Background: an optimization exercise with open tools, aiming at small area, a short achievable clock period and few clock cycles per item. Do not read the settings as production practice. In this exercise RTL edits were held to simulation tests only and were not proved equivalent to the original. Power is estimated from default activity; no workload was simulated.

==> design/flow/design.v <==
`default_nettype none
package sdram_bridge_pkg;
	localparam int unsigned ADDR_W    = 24;               
	localparam int unsigned DATA_W    = 16;               
	localparam int unsigned LEN_W     = 7;                
	localparam int unsigned MAX_BURST = 64;
	localparam int unsigned TX_DEPTH  = 64;
	localparam int unsigned RX_DEPTH  = 64;
endpackage
`default_nettype wire
`default_nettype none
module sync_fifo #(
	parameter int unsigned WIDTH = 16,
	parameter int unsigned DEPTH = 64
) (
	input  wire                         sys_clk,
	input  wire  [DEPTH-1:0]            wen_i,     
	input  wire  [WIDTH-1:0]            wdata_i,
	input  wire  [DEPTH-1:0]            rsel_i,    
	output logic [WIDTH-1:0]            rdata_o
);
	logic [WIDTH-1:0] mem [DEPTH];   
	always_ff @(posedge sys_clk) begin
		for (int i = 0; i < DEPTH; i++)
			if (wen_i[i])
				mem[i] <= wdata_i;
	end
	logic [WIDTH-1:0] rdata_n;
	always_comb begin
		rdata_n = '0;
		for (int i = 0; i < DEPTH; i++)
			rdata_n = rdata_n | ({WIDTH{rsel_i[i]}} & mem[i]);
	end
	always_ff @(posedge sys_clk) begin
		rdata_o <= rdata_n;
	end
endmodule
`default_nettype wire
`default_nettype none
module wr_burst_engine
(
	input  wire                 sys_clk,
	input  wire                 sys_rst_n,
	input  wire                 init_end_i,
	input  wire                 wr_req_i,
	input  wire  [sdram_bridge_pkg::ADDR_W-1:0]   wr_addr_i,
	input  wire  [sdram_bridge_pkg::LEN_W-1:0]    wr_len_i,
	input  wire  [sdram_bridge_pkg::DATA_W-1:0]   wr_data_i,
	output logic                wr_rdy_o,
	input  wire                 sdram_wr_ack_i,
	output logic                sdram_wr_req_o,
	output logic [sdram_bridge_pkg::ADDR_W-1:0]   sdram_wr_addr_o,
	output logic [sdram_bridge_pkg::LEN_W-1:0]    sdram_wr_len_o,
	output logic [sdram_bridge_pkg::DATA_W-1:0]   sdram_wr_data_o
);
	localparam int unsigned DEPTH = sdram_bridge_pkg::TX_DEPTH;
	localparam int unsigned PW    = $clog2(DEPTH);
	logic                                   rdy_q;       
	logic                                   req_q;       
	logic [sdram_bridge_pkg::ADDR_W-1:0]    req_addr;
	logic [sdram_bridge_pkg::LEN_W-1:0]     req_len;
	logic [sdram_bridge_pkg::LEN_W-1:0]     cap_rem;     
	logic                                   push_q;      
	logic [sdram_bridge_pkg::DATA_W-1:0]    wr_data_q;
	logic [PW-1:0]                          wptr;
	logic [DEPTH-1:0]                       wen;         
	logic [DEPTH-1:0]                       rsel;        
	logic [sdram_bridge_pkg::LEN_W-1:0]     trans_rem;   
	logic                                   trans_on;    
	logic                                   accept;
	logic                                   ack;
	logic                                   pop;
	logic                                   req_nxt;
	logic                                   push_nxt;
	logic [PW-1:0]                          wptr_nxt;
	logic [sdram_bridge_pkg::LEN_W-1:0]     trans_nxt;
	assign accept    = wr_req_i && rdy_q;
	assign ack       = sdram_wr_ack_i && req_q;
	assign pop       = ack || trans_on;
	assign req_nxt   = accept || (req_q && !ack);
	assign push_nxt  = accept || (cap_rem != '0);
	assign wptr_nxt  = wptr + push_q;
	assign trans_nxt = ack ? req_len - 1'b1 : trans_rem - trans_on;
	always_ff @(posedge sys_clk or negedge sys_rst_n) begin
		if (!sys_rst_n) begin
			rdy_q     <= 1'b0;
			req_q     <= 1'b0;
			cap_rem   <= '0;
			push_q    <= 1'b0;
			wptr      <= '0;
			rsel      <= DEPTH'(1);
			trans_rem <= '0;
			trans_on  <= 1'b0;
		end else begin
			rdy_q     <= init_end_i && !req_nxt;
			req_q     <= req_nxt;
			push_q    <= push_nxt;
			if (accept)
				cap_rem <= wr_len_i - 1'b1;
			else if (cap_rem != '0)
				cap_rem <= cap_rem - 1'b1;
			wptr      <= wptr_nxt;
			if (pop)
				rsel  <= {rsel[DEPTH-2:0], rsel[DEPTH-1]};
			trans_rem <= trans_nxt;
			trans_on  <= (trans_nxt != '0);
		end
	end
	always_ff @(posedge sys_clk) begin
		for (int i = 0; i < DEPTH; i++)
			wen[i] <= push_nxt && (wptr_nxt == PW'(i));
	end
	always_ff @(posedge sys_clk) begin
		wr_data_q <= wr_data_i;
		if (accept) begin
			req_addr <= wr_addr_i;
			req_len  <= wr_len_i;
		end
	end
	assign wr_rdy_o        = rdy_q;
	assign sdram_wr_req_o  = req_q;
	assign sdram_wr_addr_o = req_addr;
	assign sdram_wr_len_o  = req_len;
	sync_fifo #(
		.WIDTH (sdram_bridge_pkg::DATA_W),
		.DEPTH (DEPTH)
	) u_tx_buf (
		.sys_clk (sys_clk),
		.wen_i   (wen),
		.wdata_i (wr_data_q),
		.rsel_i  (rsel),
		.rdata_o (sdram_wr_data_o)
	);
endmodule
`default_nettype wire
`default_nettype none
module rd_burst_engine
(
	input  wire                 sys_clk,
	input  wire                 sys_rst_n,
	input  wire                 init_end_i,
	input  wire                 rd_req_i,
	input  wire  [sdram_bridge_pkg::ADDR_W-1:0]   rd_addr_i,
	input  wire  [sdram_bridge_pkg::LEN_W-1:0]    rd_len_i,
	output logic                rd_rdy_o,
	output logic                rd_valid_o,
	output logic [sdram_bridge_pkg::DATA_W-1:0]   rd_data_o,
	input  wire                 sdram_rd_ack_i,
	input  wire                 sdram_rd_valid_i,
	input  wire  [sdram_bridge_pkg::DATA_W-1:0]   sdram_rd_data_i,
	output logic                sdram_rd_req_o,
	output logic [sdram_bridge_pkg::ADDR_W-1:0]   sdram_rd_addr_o,
	output logic [sdram_bridge_pkg::LEN_W-1:0]    sdram_rd_len_o
);
	localparam int unsigned DEPTH = sdram_bridge_pkg::RX_DEPTH;
	localparam int unsigned PW    = $clog2(DEPTH);
	logic                                   rdy_q;       
	logic                                   req_q;       
	logic [sdram_bridge_pkg::ADDR_W-1:0]    req_addr;
	logic [sdram_bridge_pkg::LEN_W-1:0]     req_len;
	logic                                   fill_on;     
	logic [sdram_bridge_pkg::LEN_W-1:0]     fill_rem;    
	logic                                   fill_last;   
	logic [PW:0]                            wptr;
	logic [PW:0]                            rptr;
	logic [PW:0]                            cptr;        
	logic [DEPTH-1:0]                       wsel;        
	logic [DEPTH-1:0]                       rsel;        
	logic                                   valid_q;
	logic                                   accept;
	logic                                   ack;
	logic                                   push;
	logic                                   fill_done;
	logic                                   pop;         
	logic [PW:0]                            wptr_inc;
	logic                                   req_nxt;
	logic [PW:0]                            wptr_nxt;
	logic [PW:0]                            rptr_nxt;
	assign accept    = rd_req_i && rdy_q;
	assign ack       = sdram_rd_ack_i && req_q;
	assign req_nxt   = accept || (req_q && !ack);
	assign push      = sdram_rd_valid_i && fill_on;
	assign fill_done = push && fill_last;
	assign wptr_inc  = wptr + 1'b1;
	assign wptr_nxt  = push ? wptr_inc : wptr;
	assign rptr_nxt  = rptr + pop;
	always_ff @(posedge sys_clk or negedge sys_rst_n) begin
		if (!sys_rst_n) begin
			rdy_q     <= 1'b0;
			req_q     <= 1'b0;
			fill_on   <= 1'b0;
			fill_rem  <= '0;
			fill_last <= 1'b0;
			wptr      <= '0;
			rptr      <= '0;
			cptr      <= '0;
			valid_q   <= 1'b0;
			pop       <= 1'b0;
		end else begin
			rdy_q   <= init_end_i && !req_nxt;
			req_q   <= req_nxt;
			fill_on <= ack || (fill_on && !fill_done);
			if (ack) begin
				fill_rem  <= req_len;
				fill_last <= (req_len == sdram_bridge_pkg::LEN_W'(1));
			end else if (push) begin
				fill_rem  <= fill_rem - 1'b1;
				fill_last <= (fill_rem == sdram_bridge_pkg::LEN_W'(2));
			end
			wptr <= wptr_nxt;
			if (fill_done)
				cptr <= wptr_inc;
			rptr    <= rptr_nxt;
			valid_q <= pop;
			pop     <= fill_done ? (rptr_nxt != wptr_inc) : (rptr_nxt != cptr);
		end
	end
	always_ff @(posedge sys_clk) begin
		for (int i = 0; i < DEPTH; i++)
			rsel[i] <= (rptr_nxt[PW-1:0] == PW'(i));
	end
	always_comb begin
		for (int i = 0; i < DEPTH; i++)
			wsel[i] = (wptr[PW-1:0] == PW'(i));
	end
	always_ff @(posedge sys_clk) begin
		if (accept) begin
			req_addr <= rd_addr_i;
			req_len  <= rd_len_i;
		end
	end
	assign rd_rdy_o        = rdy_q;
	assign sdram_rd_req_o  = req_q;
	assign sdram_rd_addr_o = req_addr;
	assign sdram_rd_len_o  = req_len;
	assign rd_valid_o      = valid_q;
	sync_fifo #(
		.WIDTH (sdram_bridge_pkg::DATA_W),
		.DEPTH (DEPTH)
	) u_rx_buf (
		.sys_clk (sys_clk),
		.wen_i   (wsel),
		.wdata_i (sdram_rd_data_i),
		.rsel_i  (rsel),
		.rdata_o (rd_data_o)
	);
endmodule
`default_nettype wire
`default_nettype none
module sdram_fifo_bridge
(
	input  wire                 sys_clk,
	input  wire                 sys_rst_n,
	input  wire                 init_end_i,        
	input  wire                 wr_req_i,
	input  wire  [sdram_bridge_pkg::ADDR_W-1:0]   wr_addr_i,
	input  wire  [sdram_bridge_pkg::LEN_W-1:0]    wr_len_i,
	input  wire  [sdram_bridge_pkg::DATA_W-1:0]   wr_data_i,
	output logic                wr_rdy_o,
	input  wire                 rd_req_i,
	input  wire  [sdram_bridge_pkg::ADDR_W-1:0]   rd_addr_i,
	input  wire  [sdram_bridge_pkg::LEN_W-1:0]    rd_len_i,
	output logic                rd_rdy_o,
	output logic                rd_valid_o,
	output logic [sdram_bridge_pkg::DATA_W-1:0]   rd_data_o,
	input  wire                 sdram_wr_ack_i,
	output logic                sdram_wr_req_o,
	output logic [sdram_bridge_pkg::ADDR_W-1:0]   sdram_wr_addr_o,
	output logic [sdram_bridge_pkg::LEN_W-1:0]    sdram_wr_len_o,
	output logic [sdram_bridge_pkg::DATA_W-1:0]   sdram_wr_data_o,
	input  wire                 sdram_rd_ack_i,
	input  wire                 sdram_rd_valid_i,
	input  wire  [sdram_bridge_pkg::DATA_W-1:0]   sdram_rd_data_i,
	output logic                sdram_rd_req_o,
	output logic [sdram_bridge_pkg::ADDR_W-1:0]   sdram_rd_addr_o,
	output logic [sdram_bridge_pkg::LEN_W-1:0]    sdram_rd_len_o
);
	wr_burst_engine u_wr_engine (
		.sys_clk         (sys_clk),
		.sys_rst_n       (sys_rst_n),
		.init_end_i      (init_end_i),
		.wr_req_i        (wr_req_i),
		.wr_addr_i       (wr_addr_i),
		.wr_len_i        (wr_len_i),
		.wr_data_i       (wr_data_i),
		.wr_rdy_o        (wr_rdy_o),
		.sdram_wr_ack_i  (sdram_wr_ack_i),
		.sdram_wr_req_o  (sdram_wr_req_o),
		.sdram_wr_addr_o (sdram_wr_addr_o),
		.sdram_wr_len_o  (sdram_wr_len_o),
		.sdram_wr_data_o (sdram_wr_data_o)
	);
	rd_burst_engine u_rd_engine (
		.sys_clk          (sys_clk),
		.sys_rst_n        (sys_rst_n),
		.init_end_i       (init_end_i),
		.rd_req_i         (rd_req_i),
		.rd_addr_i        (rd_addr_i),
		.rd_len_i         (rd_len_i),
		.rd_rdy_o         (rd_rdy_o),
		.rd_valid_o       (rd_valid_o),
		.rd_data_o        (rd_data_o),
		.sdram_rd_ack_i   (sdram_rd_ack_i),
		.sdram_rd_valid_i (sdram_rd_valid_i),
		.sdram_rd_data_i  (sdram_rd_data_i),
		.sdram_rd_req_o   (sdram_rd_req_o),
		.sdram_rd_addr_o  (sdram_rd_addr_o),
		.sdram_rd_len_o   (sdram_rd_len_o)
	);
endmodule
`default_nettype wire
==> design/flow/run.sh <==
#!/bin/bash
# synth_recipe.tcl (not shown) runs the flow's synth.tcl, then flattens the netlist and writes it again
# the make line also repeats each setting of config.mk as NAME=value (left out here)
make -C /OpenROAD-flow-scripts/flow DESIGN_CONFIG=/design/flow/config.mk WORK_HOME=/design/flow/orfs CLKGATE_MAP_FILE= SYNTH_SCRIPT=/design/flow/synth_recipe.tcl finish
==> design/flow/config.mk <==
export PLATFORM = sky130hd
export DESIGN_NAME = sdram_fifo_bridge
export DESIGN_NICKNAME = sdram_fifo_bridge
export VERILOG_FILES = /design/flow/design.v
export SDC_FILE = /design/flow/constraint.sdc
export NUM_CORES = 4
export LEC_CHECK = 0
export CAP_MARGIN = 20
export CORE_MARGIN = 2
export CORE_UTILIZATION = 45
export CTS_CLUSTER_DIAMETER = 60
export CTS_CLUSTER_SIZE = 25
export PLACE_DENSITY = 0.6
export SETUP_SLACK_MARGIN = 3.0
export SLEW_MARGIN = 20
==> design/flow/constraint.sdc <==
create_clock -name core_clock -period 5.5 [get_ports {sys_clk}]
set_input_delay 1.1000 -clock core_clock [delete_from_list [all_inputs] [get_ports {sys_clk}]]
set_output_delay 1.1000 -clock core_clock [all_outputs]
set_load 0.01 [all_outputs]
==> impl_metrics.csv, run 1 <==
group,metric,value,unit
status,status,"timing/DRC/antenna clean",
power,leakage,31.18,nW
cts,clk_root_buffer_cell,"clkbuf_16",
power,p_per_area,439.1,nW/um^2
placed_design,placed_cells,6997,
die,start_util,45.43,%
drt,wl,313300,um
die,coreArea,185800,um^2
run,max_cap_viol_count,0,
sta,worstMarginPinSlew,1211,ps
cts,cts_hold_buf,0,
setup_path,worst_path_max_delay_cell,"dfxtp_4",
sta,finClkSkew,73.59,ps
synth,syn_area,84420,um^2
setup_path,cp_cell_sequence,"buf_6",
placed_design,dpl.hpwl,177100,um
sta,period_needed,2572,ps
die,die_h,437.1,um
die,fp.dieW,437.1,um
sta,rsz0062_at_grt,"true",
setup_path,critPathTopFamily,"flip-flops",
setup_path,critPathLaunchType,"register",
synth,syn_inst,4428,
final_layout,fillers,14830,
synth,ys.flop_type,"edfxtp_1",
sta,tns,0,ps
sta,slew-limit-headroom,19.30,%
die,boundaryPins,201,
sta,setup-violations-final,0,
die,die_area,191100,um^2
setup_path,end_kind,"primary output",
final_layout,final_cells,7347,
cts,cts.sinks,2408,
cts,cts_made_buffers,151,
cts,clk_latency,870,ps
sta,final_hold_viol_count,0,
drt,dr.pass1.iters,8,
synth,synth_top_cell_area_share,75.05,%
synth,async_flop_share,5.066,%
drt,wl_per_cell,42.64,um
synth,synth_edf_count,2110,
drt,drc,0,
global_route,grt.overflow.total,0,
synth,syn_avg_cell_area,19.07,um^2
final_layout,regArea,70150,um^2
drt,routed_via_density,6.967,
synth,synth.distinct_cells,48,
sta,finalCritPeriodShare,46.76,%
global_route,grt.total_usage,32.24,%
drt,drtIter0Drc,10320,
setup_path,arrival,1470,ps
synth,yosysSeqAreaShare,82.84,%
synth,yosys_register_bits,2408,
cts,path_clk_slew,90,ps
final_layout,area_delta_synth_final,13.84,%
setup_path,worstPathRequired,4400,ps
final_layout,nNetsFinal,4846,
setup_path,slowest_delay,470,ps
cts,htreeDepth,4,
placed_design,port_buffers,200,
synth,yosysMostFrequentCell,"edfxtp_1",
sta,drv_slew,0,
drt,vias,51190,
cts,cts_buffer_depth,3,
global_route,grt_max_degree,65,
global_route,grt_pass1_vias,47070,
drt,drtAntennaViolNets,0,
synth,synth.area.top_cells,"edfxtp_1, a221oi_1, a22o_1",
global_route,grt_antenna_before_repair,20,
final_layout,final_layout_size_suffix_gt1_share,19.15,%
synth,ys_top_cells_by_count,"edfxtp_1, a221oi_1, a22o_1",
global_route,grt_pass1_wl,414000,um
synth,synth_top_area_cell,"edfxtp_1",
final_layout,multi_input_area,13740,um^2
placed_design,gp_congestion,0.8868,
synth,synth_fp_nets,4544,
setup_path,worst-path-max-fanout,1,
setup_path,cp_num_buf_inv,1,
die,core.rowCount,158,
cts,cts_tree,"done",
worst_hold_path,hold_class,"in -> async",
power,ir_drop,0.2885,mV
sta,fmaxAchievable,0.3888,GHz
setup_path,worst-setup-path-type,"reg -> out",
synth,yosysWarnings,4,
## flip-flops by register name, summed over array words and instances (netlist names), 24 cells and up
register,cells
u_wr_engine.rsel,64
u_rd_engine.rsel,64
u_wr_engine.wen,64
u_rd_engine.u_rx_buf.mem,1024
u_wr_engine.u_tx_buf.mem,1024
u_rd_engine.req_addr,24
u_wr_engine.req_addr,24
## cells by family (layout without fill, tap and decap cells)
logic type               count (synthesis)  in the layout  synth area share (%)
AO/OA/AOI/OAI                         1053           1053                 10.83
XOR/XNOR                                45             45                0.4669
adder cells (fa/ha/maj)                 14             14                0.2075
buffers and inverters                  314            743                 1.574
flip-flops                            2408           2408                 82.84
multiplexers                            81             81                 1.058
other                                    0             10                     0
AND/OR/NAND/NOR                        513            513                 3.019
## repair_timing
item	4_1_cts	5_1_grt
setup buffers	34	25
cloned	0	0
pin swaps	15	20
resized for setup	469	41
endpoints found under the setup margin	296	206
## final timing paths
kind                       slack [ps]                                       end                                     start  cells after the start
setup / recovery                 2930                       sdram_wr_data_o[14]  u_wr_engine.u_tx_buf.rdata_o[14]$_DFF_P_                      1
hold / removal                    170               u_wr_engine.rdy_q$_DFF_PN0_                                 sys_rst_n                      1
setup reg to reg                 2950  u_wr_engine.u_tx_buf.rdata_o[10]$_DFF_P_           u_wr_engine.rsel[4]$_DFFE_PN0P_                      4
hold reg to reg                   420             u_rd_engine.valid_q$_DFF_PN0_                 u_rd_engine.pop$_DFF_PN0_                      0
max in group asynchronous        4080          u_wr_engine.rsel[60]$_DFFE_PN0P_                                 sys_rst_n                      2
min in group core_clock           420             u_rd_engine.valid_q$_DFF_PN0_                 u_rd_engine.pop$_DFF_PN0_                      0
## stage by stage
| step | power (W) | hold WS, ps | util (%) | cell area (um^2) | worst slack [ps] |
|---|---|---|---|---|---|
| global placement | 0.02950 | 403.4 | 48.43 | 90000 | 2103 |
| floorplan | 0.02569 | 359.7 | - | 84420 | 3046 |
| global route | 0.04299 | 186.3 | 51.70 | 96080 | 2904 |
| detailed placement | 0.02960 | 398.9 | 48.47 | 90060 | 2069 |
| CTS | 0.04183 | 146.6 | 51.41 | 95530 | 2808 |
| finish | 0.04220 | 174.4 | 51.72 | 96100 | 2928 |
## placed cells by master, fill, tap and decap left out, types with 87 or more instances in the layout
cell type,n
clkbuf_16,154
edfxtp_1,2110
buf_4,226
a221oi_1,482
nand4_1,132
a22o_1,512
dfxtp_2,94
buf_2,87
dfrtp_1,97
nor2_1,156
## layer usage
metal  GRT usage (%)  part of all wire [%]  vias up
met5               0                 0.049        -
met4           13.88                   5.2       24
met3           12.45                    18      817
met2           45.14                    42     4928
met1           44.82                    36    26360
li1                -                     -    19060
## layout make-up
| type | count | area share [%] |
|---|---|---|
| multi-input cells | 1706 | 14.30 |
| well taps | 2480 | 3.229 |
| diodes | 10 | 0.02604 |
| clock inverters | 110 | 1.410 |
| flip-flops and latches | 2408 | 72.99 |
| inverters | 20 | 0.08202 |
| repair buffers | 443 | 3.841 |
| clock buffers | 170 | 4.126 |
## where the power goes
group / switching, W / leakage, nW / internal [W]
combinational: 0.00438 / 6.59 / 0.00167
clock: 0.00678 / 2.55 / 0.00582
sequential: 0.00180 / 22.0 / 0.0218
Testbench counts, summed over its fixed seeds: cycles 21,685, words 26,620.
==> inputs of run 2 (changes only) <==
--- a/design/flow/design.v
+++ b/design/flow/design.v
@@ -63,6 +63,8 @@
 	logic                                   push_q;      
 	logic [sdram_bridge_pkg::DATA_W-1:0]    wr_data_q;
 	logic [PW-1:0]                          wptr;
+	logic [7:0]                             wen_hi;      
+	logic [7:0]                             wen_lo;      
 	logic [DEPTH-1:0]                       wen;         
 	logic [DEPTH-1:0]                       rsel;        
 	logic [sdram_bridge_pkg::LEN_W-1:0]     trans_rem;   
@@ -107,8 +109,14 @@
 		end
 	end
 	always_ff @(posedge sys_clk) begin
+		for (int i = 0; i < 8; i++) begin
+			wen_hi[i] <= push_nxt && (wptr_nxt[5:3] == 3'(i));
+			wen_lo[i] <= (wptr_nxt[2:0] == 3'(i));
+		end
+	end
+	always_comb begin
 		for (int i = 0; i < DEPTH; i++)
-			wen[i] <= push_nxt && (wptr_nxt == PW'(i));
+			wen[i] = wen_hi[i / 8] && wen_lo[i % 8];
 	end
 	always_ff @(posedge sys_clk) begin
 		wr_data_q <= wr_data_i;
--- a/design/flow/config.mk
+++ b/design/flow/config.mk
@@ -9,7 +9,7 @@
 export CORE_MARGIN = 2
 export CORE_UTILIZATION = 45
 export CTS_CLUSTER_DIAMETER = 60
-export CTS_CLUSTER_SIZE = 25
+export CTS_CLUSTER_SIZE = 30
 export PLACE_DENSITY = 0.6
 export SETUP_SLACK_MARGIN = 3.0
 export SLEW_MARGIN = 20
==> impl_metrics.csv, run 2 <==
group,metric,value,unit
final_layout,fillers,14880,
final_layout,final_common_cell,"edfxtp_1",
drt,drtIter0Drc,11000,
global_route,grt.total_usage,32.64,%
synth,synth_top_area_cell,"edfxtp_1",
power,combPwrFrac,15.6,%
drt,dr.pass1.iters,9,
power,p_seq_share,53.5,%
sta,fmaxAchievable,0.3810,GHz
drt,drc,0,
final_layout,final_area,95700,um^2
synth,async_flop_share,5.169,%
final_layout,regArea,69180,um^2
power,ir_drop,0.3107,mV
placed_design,gp_congestion,0.9255,
final_layout,nNetsFinal,4810,
cts,clk_root_buffer_cell,"clkbuf_16",
drt,drtAntennaViolNets,0,
final_layout,final_layout_size_suffix_gt1_share,20.13,%
die,die_h,435.1,um
placed_design,port_buffers,200,
synth,yosys_register_bits,2360,
setup_path,worstRegToRegCells,5,
power,clockPowerShare,30.9,%
drt,routed_via_density,7.041,
sta,slew-limit-headroom,17.42,%
sta,tns,0,ps
sta,setup-violations-final,0,
die,start_util,45.20,%
setup_path,reg2reg_slack,2880,ps
worst_hold_path,hold_class,"in -> async",
synth,yosysMostFrequentCell,"edfxtp_1",
power,leakage,31.03,nW
sta,rsz0062_at_grt,"true",
final_layout,top_regs,"u_rd_engine.u_rx_buf.mem (1024), u_wr_engine.u_tx_buf.mem (1024)",
setup_path,arrival,3370,ps
synth,syn_avg_cell_area,19.12,um^2
sta,final_hold_viol_count,0,
setup_path,worst-setup-path-type,"reg -> reg",
drt,vias,51460,
cts,htreeDepth,4,
setup_path,r2r_end,"u_wr_engine.u_tx_buf.rdata_o[2]$_DFF_P_",
setup_path,reg2reg_from,"u_wr_engine.rsel[57]$_DFFE_PN0P_",
sta,finalCritPeriodShare,47.72,%
die,fp.dieW,435.1,um
sta,period_needed,2624,ps
cts,cts_hold_buf,0,
drt,wl,317000,um
final_layout,final_cell_mix,"edfxtp_1, a22o_1, a221oi_1, buf_4, clkbuf_16",
power,intPower,0.02859,W
power,p_per_area,430.1,nW/um^2
synth,syn_inst,4375,
power,p_switching,0.01257,W
setup_path,worst-path-max-fanout,15,
synth,yosysSeqAreaShare,82.47,%
setup_path,end_kind,"register",
sta,finClkSkew,53.63,ps
power,swShare,30.54,%
sta,worstMarginPinSlew,1239,ps
synth,yosysWarnings,4,
cts,cts.sinks,2360,
placed_design,place_area,89230,um^2
synth,synth_fp_nets,4491,
global_route,grt_pass1_vias,46610,
synth,syn_area,83640,um^2
final_layout,multi_input_area,14030,um^2
placed_design,dpl.hpwl,176300,um
die,core.rowCount,158,
synth,synth.area.top_cells,"edfxtp_1, a221oi_1, a22o_1",
cts,clk_latency,870,ps
cts,path_clk_slew,100,ps
setup_path,worstPathRequired,6240,ps
setup_path,critPathLaunchType,"register",
cts,cts_made_buffers,145,
final_layout,area_delta_synth_final,14.43,%
synth,synth_edf_count,2110,
synth,ys_top_cells_by_count,"edfxtp_1, a221oi_1, a22o_1",
synth,synth.distinct_cells,50,
synth,synth_top_cell_area_share,75.76,%
drt,wl_per_cell,43.38,um
die,boundaryPins,201,
status,status,"timing/DRC/antenna clean",
synth,ys.flop_type,"edfxtp_1",
global_route,grt_pass1_wl,415900,um
cts,cts_buffer_depth,3,
die,die_area,189300,um^2
global_route,grt_max_degree,65,
run,max_cap_viol_count,0,
cts,cts_tree,"done",
global_route,grt.overflow.total,0,
die,coreArea,185000,um^2
sta,drv_slew,0,
global_route,grt_antenna_before_repair,24,
-- run 2: cell count changes in the layout (fill, tap and decap cells not counted), moves of 9 or more --
cell	previous run	this run
and2_1	1	12
buf_6	23	32
and2_2	0	54
dfrtp_1	97	88
nor2_1	156	96
nand2_1	60	50
dfxtp_2	94	47
-- run 2: cells by family after synthesis --
group                    after synthesis  share of synthesized area (%)
AND/OR/NAND/NOR                      515                          3.263
AO/OA/AOI/OAI                       1056                          10.95
XOR/XNOR                              43                         0.4503
buffers and inverters                308                          1.607
flip-flops                          2360                          82.47
multiplexers                          79                          1.043
adder cells (fa/ha/maj)               14                         0.2094
-- run 2: worst max-delay path: stages, from the launching register on --
cell and delay, ps:
dfrtp_2 490, buf_6 230, a22o_1 250, a221oi_4 300
nand4_1 570, or4_1 670
-- run 2: metal layers --
layer | track usage (%) | routed length, um | part of all wire [%]
met1 | 45.68 | 112700 | 36
met2 | 46.19 | 132300 | 42
met3 | 11.79 | 55160 | 17
met4 | 13.53 | 16740 | 5.3
met5 | 0 | 96 | 0.030
-- run 2: per-stage QoR --
stage	cells	setup WS, ps	util [%]	total power, W	hold slack (ps)
final	7308	2876	51.72	0.04116	218.3
after global routing	7300	2913	51.71	0.04187	241.0
after CTS	7235	2789	51.19	0.04075	203.9
after detailed placement	6933	2108	48.22	0.02840	382.2
after global placement	6930	2069	48.18	0.02832	387.7
after floorplan	4375	3021	-	0.02472	359.7
-- run 2: worst max-delay path by stage --
stage	from	endpoint	slack, ps
floorplan	wr_req_i	u_wr_engine.cap_rem[6]$_DFFE_PN0P_	3020
global placement	sdram_rd_valid_i	u_rd_engine.pop$_DFF_PN0_	2070
detailed placement	sdram_rd_valid_i	u_rd_engine.pop$_DFF_PN0_	2110
CTS	u_wr_engine.u_tx_buf.rdata_o[14]$_DFF_P_	sdram_wr_data_o[14]	2790
global route	u_wr_engine.req_addr[5]$_DFFE_PP_	sdram_wr_addr_o[5]	2910
finish	u_wr_engine.rsel[57]$_DFFE_PN0P_	u_wr_engine.u_tx_buf.rdata_o[2]$_DFF_P_	2880
-- run 2: area by class of cell --
| class | instances | share of cell area [%] |
|---|---|---|
| timing repair buffer | 458 | 4.065 |
| clock buffer | 157 | 3.970 |
| inverter | 22 | 0.1137 |
| tap | 2480 | 3.242 |
| antenna | 9 | 0.02353 |
| multi-input combinational | 1707 | 14.66 |
| clock inverter | 115 | 1.647 |
| sequential | 2360 | 72.28 |
-- run 2: power groups by stage --
stage / registers [W] / logic [W] / clock network [W]
after floorplan: 0.0217 / 0.00305 / 0
after global placement: 0.0223 / 0.00604 / 0
after detailed placement: 0.0223 / 0.00607 / 0
after CTS: 0.0219 / 0.00607 / 0.0128
after global routing: 0.0220 / 0.00647 / 0.0134
final: 0.0220 / 0.00640 / 0.0127
-- run 2: what timing repair did --
item | CTS | global route
buffers inserted | 30 | 63
pin swaps | 18 | 34
gates resized for setup | 483 | 61
endpoints found under the setup margin | 238 | 314
endpoints found under the hold margin | 0 | 0
Testbench counts of run 2, summed over its fixed seeds: cycles 21,685, words 26,620.
==> inputs of run 3 (changes only) <==
--- a/design/flow/config.mk
+++ b/design/flow/config.mk
@@ -9,7 +9,7 @@
 export CORE_MARGIN = 2
 export CORE_UTILIZATION = 45
 export CTS_CLUSTER_DIAMETER = 60
-export CTS_CLUSTER_SIZE = 30
+export CTS_CLUSTER_SIZE = 25
 export PLACE_DENSITY = 0.6
 export SETUP_SLACK_MARGIN = 3.0
 export SLEW_MARGIN = 20
==> impl_metrics.csv, run 3 <==
group,metric,value,unit
status,status,"timing/DRC/antenna clean",
synth,yosysWarnings,4,
global_route,grt_pass1_vias,46350,
cts,htreeDepth,4,
cts,cts_buffer_depth,3,
final_layout,nNetsFinal,4811,
setup_path,worst_path_max_delay_cell,"or4_1",
synth,async_flop_share,5.169,%
power,intPower,0.02849,W
drt,wl,317100,um
power,ir_drop,0.3370,mV
power,combPwrFrac,15.7,%
placed_design,pre_cts_slack,2108,ps
sta,final_hold_viol_count,0,
drt,wl_per_cell,43.36,um
synth,synth_fp_nets,4491,
setup_path,worstSetupStartpoint,"u_wr_engine.rsel[16]$_DFFE_PN0P_",
worst_hold_path,hold_class,"in -> async",
setup_path,arrival,3320,ps
power,p_seq_share,53.9,%
synth,synth_edf_count,2110,
die,start_util,45.20,%
die,die_h,435.1,um
synth,syn_avg_cell_area,19.12,um^2
run,max_cap_viol_count,0,
die,coreArea,185000,um^2
power,power,0.04087,W
power,p_switching,0.01239,W
placed_design,place_area,89230,um^2
die,core.rowCount,158,
synth,yosysSeqAreaShare,82.47,%
final_layout,final_cell_mix,"edfxtp_1, a22o_1, a221oi_1, buf_4, clkbuf_16",
power,p_per_area,427.9,nW/um^2
die,fp.dieW,435.1,um
sta,worstMarginPinSlew,1234,ps
global_route,grt.overflow.total,0,
sta,rsz0062_at_grt,"true",
cts,cts.sinks,2360,
synth,yosys_register_bits,2360,
synth,syn_area,83640,um^2
global_route,grt_pass1_wl,416000,um
drt,routed_via_density,7.006,
synth,synth_top_area_cell,"edfxtp_1",
cts,cts_tree,"done",
setup_path,end_kind,"register",
sta,drv_slew,0,
final_layout,final_area,95520,um^2
drt,drtIter0Drc,11120,
drt,dr.pass1.iters,8,
sta,slew-limit-headroom,17.75,%
power,swShare,30.31,%
die,boundaryPins,201,
sta,finalCritPeriodShare,47.01,%
final_layout,final_cells,7313,
power,leakage,30.95,nW
setup_path,critPathTopFamily,"simple AND/OR/NAND/NOR gates",
global_route,grt.total_usage,32.67,%
final_layout,area_delta_synth_final,14.21,%
setup_path,critPathLaunchType,"register",
final_layout,top_regs,"u_rd_engine.u_rx_buf.mem (1024), u_wr_engine.u_tx_buf.mem (1024)",
global_route,grt_max_degree,65,
die,die_area,189300,um^2
setup_path,worst-setup-path-type,"reg -> reg",
final_layout,final_common_cell,"edfxtp_1",
drt,vias,51240,
cts,clk_latency,860,ps
placed_design,placed_cells,6933,
sta,finClkSkew,49.49,ps
synth,synth.area.top_cells,"edfxtp_1, a221oi_1, a22o_1",
synth,synth_top_cell_area_share,75.76,%
synth,synth.distinct_cells,50,
setup_path,cp_num_buf_inv,1,
placed_design,gp_congestion,0.9255,
placed_design,dpl.hpwl,176300,um
sta,tns,0,ps
sta,timing.final.ws_setup,2915,ps
placed_design,port_buffers,200,
cts,clk_root_buffer_cell,"clkbuf_16",
sta,period_needed,2585,ps
setup_path,worst-path-max-fanout,15,
setup_path,worstPathRequired,6230,ps
setup_path,reg2reg_from,"u_wr_engine.rsel[16]$_DFFE_PN0P_",
drt,drtAntennaViolNets,0,
sta,fmaxAchievable,0.3868,GHz
drt,drc,0,
setup_path,cp_cell_sequence,"buf_4 -> a22o_1 -> a221oi_2 -> nand4_1 -> or4_1",
synth,yosysMostFrequentCell,"edfxtp_1",
setup_path,slowest_delay,510,ps
sta,setup-violations-final,0,
final_layout,fillers,14900,
global_route,grt_antenna_before_repair,28,
power,clockPowerShare,30.5,%
synth,syn_inst,4375,
cts,cts_hold_buf,0,
synth,ys.flop_type,"edfxtp_1",
synth,ys_top_cells_by_count,"edfxtp_1, a221oi_1, a22o_1",
cts,path_clk_slew,90,ps
final_layout,final_layout_size_suffix_gt1_share,19.95,%
cts,cts_made_buffers,148,
run 3: through the flow:
stage	utilization [%]	hold WS (ps)
after floorplan	-	359.7
after global placement	48.18	387.7
after detailed placement	48.22	382.2
after CTS	51.08	204.8
after global routing	51.61	233.4
final	51.62	227.8
run 3: layout make-up:
cell class / instances / area [um^2] / area share [%]
Sequential cell: 2360 / 69180 / 72.42
Clock inverter: 102 / 1222 / 1.280
Antenna cell: 11 / 27.53 / 0.02882
Inverter: 22 / 108.9 / 0.1140
Tap cell: 2480 / 3103 / 3.248
Timing Repair Buffer: 456 / 3885 / 4.067
Clock buffer: 175 / 3973 / 4.159
Multi-Input combinational cell: 1707 / 14020 / 14.68
run 3: cell families after synthesis:
family | after synthesis | share of synthesized area (%)
flip-flops | 2360 | 82.47
AO/OA/AOI/OAI | 1056 | 10.95
multiplexers | 79 | 1.043
AND/OR/NAND/NOR | 515 | 3.263
buffers and inverters | 308 | 1.607
adder cells (fa/ha/maj) | 14 | 0.2094
XOR/XNOR | 43 | 0.4503
run 3: per-layer routing:
metal  routed length (um)  global-route usage (%)  vias up
met5                   53                       0        -
met4                16390                   13.05        8
met3                55810                   11.36      872
met2               132900                   46.46     5003
met1               112000                   46.03    26390
li1                     -                       -    18970
run 3: path summary, 6_finish.rpt:
kind,cells past startpoint,end,slack (ps)
min in group core_clock,0,u_rd_engine.valid_q$_DFF_PN0_,400
worst max register to register,5,u_wr_engine.u_tx_buf.rdata_o[2]$_DFF_P_,2910
worst max-delay path,5,u_wr_engine.u_tx_buf.rdata_o[2]$_DFF_P_,2910
max in group asynchronous,2,u_rd_engine.wptr[0]$_DFFE_PN0P_,4100
worst min-delay path,1,u_wr_engine.rsel[12]$_DFFE_PN0P_,230
worst min register to register,0,u_rd_engine.valid_q$_DFF_PN0_,400
run 3: worst register-to-register path, cell delays in order, from the launching register on:
cell,delay [ps]
dfrtp_1,500
buf_4,300
a22o_1,270
a221oi_2,470
nand4_1,440
or4_1,510
run 3: power groups by stage:
stage	Clock [W]	Combinational (W)	Sequential, W
floorplan	0	0.00305	0.0217
global placement	0	0.00604	0.0223
detailed placement	0	0.00607	0.0223
CTS	0.0125	0.00606	0.0219
global route	0.0131	0.00647	0.0220
finish	0.0124	0.00641	0.0220
run 3: repair_timing:
action | in CTS | in global routing
endpoints found under the setup margin | 255 | 310
buffers inserted | 29 | 63
pin swaps | 16 | 36
gates resized for setup | 477 | 71
==> inputs of run 4 (changes only) <==
--- a/design/flow/config.mk
+++ b/design/flow/config.mk
@@ -7,9 +7,9 @@
 export LEC_CHECK = 0
 export CAP_MARGIN = 20
 export CORE_MARGIN = 2
-export CORE_UTILIZATION = 45
+export CORE_UTILIZATION = 52
 export CTS_CLUSTER_DIAMETER = 60
-export CTS_CLUSTER_SIZE = 25
-export PLACE_DENSITY = 0.6
+export CTS_CLUSTER_SIZE = 28
+export PLACE_DENSITY = 0.65
 export SETUP_SLACK_MARGIN = 3.0
 export SLEW_MARGIN = 20
==> impl_metrics.csv, run 4 <==
group,metric,value,unit
sta,period_needed,2623,ps
sta,finalCritPeriodShare,47.68,%
synth,synthAdderAreaFrac,0.2094,%
synth,synth-compound-area-share,10.95,%
setup_path,worstPathRequired,6200,ps
setup_path,arrival,3320,ps
synth,syn_area,83640,um^2
synth,yosysSeqAreaShare,82.47,%
setup_path,end_kind,"register",
sta,drv_slew,0,
power,p_switching,0.01225,W
sta,worstMarginPinSlew,1179,ps
final_layout,top_regs,"u_rd_engine.u_rx_buf.mem (1024), u_wr_engine.u_tx_buf.mem (1024)",
die,die_area,164100,um^2
synth,synth.area.mux_share,1.043,%
synth,yosysMostFrequentCell,"edfxtp_1",
status,status,"timing/DRC/antenna clean",
run,max_cap_viol_count,0,
synth,synth_edf_count,2110,
power,intPower,0.02818,W
sta,fmaxAchievable,0.3813,GHz
global_route,grt_pass1_wl,399200,um
global_route,grt.overflow.total,0,
synth,synth_fp_nets,4491,
cts,clk_root_buffer_cell,"clkbuf_16",
sta,tns,0,ps
die,die_h,405.0,um
cts,cts.sinks,2360,
power,p_per_area,425.7,nW/um^2
synth,syn_inst,4375,
drt,vias,50760,
power,swShare,30.30,%
synth,ys_top_cells_by_count,"edfxtp_1, a221oi_1, a22o_1",
final_layout,area_delta_synth_final,13.55,%
placed_design,gp_congestion,0.9109,
setup_path,worst-setup-path-type,"reg -> reg",
setup_path,cp_cell_sequence,"buf_6 -> a22o_1 -> a221oi_1 -> nand4_1 -> or4_1",
cts,path_clk_slew,100,ps
synth,synth.area.top_cells,"edfxtp_1, a221oi_1, a22o_1",
cts,cts_made_buffers,141,
cts,cts_hold_buf,0,
sta,finClkSkew,61.39,ps
power,clockPowerShare,29.8,%
drt,wl,302200,um
synth,synth_top_area_cell,"edfxtp_1",
power,ir_drop,0.3480,mV
synth,async_flop_share,5.169,%
power,p_seq_share,54.1,%
worst_hold_path,hold_class,"in -> async",
synth,syn_avg_cell_area,19.12,um^2
drt,wl_per_cell,43.26,um
final_layout,fillers,11670,
power,combPwrFrac,16.2,%
global_route,grt.total_usage,36.44,%
cts,cts_buffer_depth,3,
drt,drtAntennaViolNets,0,
sta,slew-limit-headroom,21.19,%
power,leakage,30.89,nW
synth,synth.distinct_cells,50,
synth,yosys_register_bits,2360,
drt,routed_via_density,7.267,
placed_design,place_area,88840,um^2
setup_path,critPathLaunchType,"register",
setup_path,slowest_delay,690,ps
placed_design,dpl.hpwl,168600,um
cts,clk_latency,840,ps
global_route,grt_pass1_vias,46490,
final_layout,final_cell_mix,"edfxtp_1, a22o_1, a221oi_1, buf_4, clkbuf_16",
final_layout,nNetsFinal,4818,
sta,final_hold_viol_count,0,
placed_design,port_buffers,200,
sta,timing.final.ws_setup,2877,ps
synth,ys.flop_type,"edfxtp_1",
final_layout,final_area,94970,um^2
global_route,grt_antenna_before_repair,14,
die,start_util,52.21,%
drt,drc,0,
die,core.rowCount,147,
placed_design,pre_cts_slack,2061,ps
sta,setup-violations-final,0,
die,boundaryPins,201,
drt,drtIter0Drc,10980,
synth,synth-simple-area-share,3.263,%
drt,dr.pass1.iters,8,
global_route,grt_max_degree,65,
cts,htreeDepth,4,
die,fp.dieW,405.0,um
final_layout,final_layout_size_suffix_gt1_share,19.84,%
die,coreArea,160200,um^2
synth,synth_top_family_by_area,"compound AO/OA/AOI/OAI gates",
setup_path,critPathTopFamily,"simple AND/OR/NAND/NOR gates",
setup_path,cp_num_buf_inv,1,
synth,yosysWarnings,4,
cts,cts_tree,"done",
synth,yosys.area_share.xor_xnor,0.4503,%
synth,synth_top_cell_area_share,75.76,%
setup_path,worst_path_max_delay_cell,"or4_1",
setup_path,worst-path-max-fanout,18,
sta,rsz0062_at_grt,"true",
final_layout,final_common_cell,"edfxtp_1",
## run 4: cells by family (layout without fill, tap and decap cells)
group           after synthesis  in the layout
other cells                   0              6
flops                      2360           2360
fa+ha+maj                    14             14
simple gates                515            515
compound gates             1056           1056
buf+inv                     308            752
xor+xnor                     43             43
mux                          79             79
## run 4: final cells by class
class / instances / area [um^2] / share of cell area [%]
repair buffers: 470 / 3998 / 4.209
inverters: 22 / 98.84 / 0.1041
multi-input cells: 1707 / 14040 / 14.79
well taps: 2160 / 2703 / 2.846
clock inverters: 110 / 1329 / 1.399
clock buffers: 150 / 3636 / 3.829
diodes: 6 / 15.01 / 0.01581
flip-flops and latches: 2360 / 69150 / 72.81
## run 4: final timing paths
check | startpoint | endpoint | slack [ps] | cells past startpoint
hold / removal | sys_rst_n | u_wr_engine.rsel[12]$_DFFE_PN0P_ | 190 | 1
max in group asynchronous | sys_rst_n | u_wr_engine.rsel[38]$_DFFE_PN0P_ | 4070 | 2
setup reg to reg | u_wr_engine.rsel[11]$_DFFE_PN0P_ | u_wr_engine.u_tx_buf.rdata_o[6]$_DFF_P_ | 2880 | 5
setup / recovery | u_wr_engine.rsel[11]$_DFFE_PN0P_ | u_wr_engine.u_tx_buf.rdata_o[6]$_DFF_P_ | 2880 | 5
hold reg to reg | u_rd_engine.pop$_DFF_PN0_ | u_rd_engine.valid_q$_DFF_PN0_ | 420 | 0
min in group core_clock | u_rd_engine.pop$_DFF_PN0_ | u_rd_engine.valid_q$_DFF_PN0_ | 420 | 0
## run 4: per-stage QoR
stage / util (%) / hold slack, ps / instances / power [W]
2_1_floorplan: - / 359.7 / 4375 / 0.02472
3_3_place_gp: 55.45 / 432.0 / 6622 / 0.02827
3_5_place_dp: 55.45 / 402.8 / 6622 / 0.02833
4_1_cts: 58.71 / 174.1 / 6928 / 0.03997
5_1_grt: 59.27 / 193.5 / 6979 / 0.04108
6_report: 59.28 / 191.7 / 6985 / 0.04042
## run 4: worst reg2reg max path: stages, from the launching register on
cell,delay [ps]
dfrtp_1,400
buf_6,230
a22o_1,290
a221oi_1,290
nand4_1,590
or4_1,690
## run 4: power groups by stage
stage	Sequential, W	Clock [W]	Combinational [W]
2_1_floorplan	0.0217	0	0.00305
3_3_place_gp	0.0221	0	0.00614
3_5_place_dp	0.0222	0	0.00615
4_1_cts	0.0218	0.0120	0.00616
5_1_grt	0.0219	0.0126	0.00659
6_report	0.0219	0.0120	0.00654
## run 4: layer usage
metal / vias up / share of wire [%] / track usage [%] / wire [um]
li1: 18960 / - / - / -
met1: 25810 / 34 / 50.61 / 103800
met2: 5069 / 41 / 50.70 / 125200
met3: 915 / 19 / 14.58 / 56060
met4: 8 / 5.6 / 16.29 / 16880
met5: - / 0.063 / 0 / 191
## run 4: timing repair
action,in CTS,in global routing
setup buffers,46,48
cloned,0,1
pin swaps,20,32
resized for setup,449,80
setup endpoints to repair,295,309

==> static timing again, ports no longer ideal <==
In the flow no input, the clock included, has a driving cell. The finished layouts below were timed again as built, in two steps. Step 1 sets driving cells, clkbuf_16 on the clock port and buf_2 on the other inputs (assumed; they add their load-dependent delay and slew). Step 2, shift: input delay + t, output delay - t, t = (earliest + latest rising clock arrival at the registers) / 2. This alone moves slack from input paths to output paths. a / b / c = no drivers / after step 1 / after step 2; a / b = the first two.
run | shift t [ns] | setup slack, ns | hold slack, ns | pins driven straight from the clock port
run 1 | 0.919 | 2.928 / 2.845 / 2.269 | 0.174 / 0.129 / 0.419 | 1
run 2 | 0.930 | 2.876 / 2.866 / 2.129 | 0.218 / 0.175 / 0.393 | 1
run 3 | 0.934 | 2.915 / 2.851 / 2.118 | 0.228 / 0.175 / 0.396 | 1
run 4 | 0.900 | 2.877 / 2.877 / 2.285 | 0.192 / 0.136 / 0.423 | 1
After both steps every run listed still meets setup and hold. For run 3, which loses most, drivers alone change the setup slack by -0.064 ns; drivers and shift together by -0.797 ns.
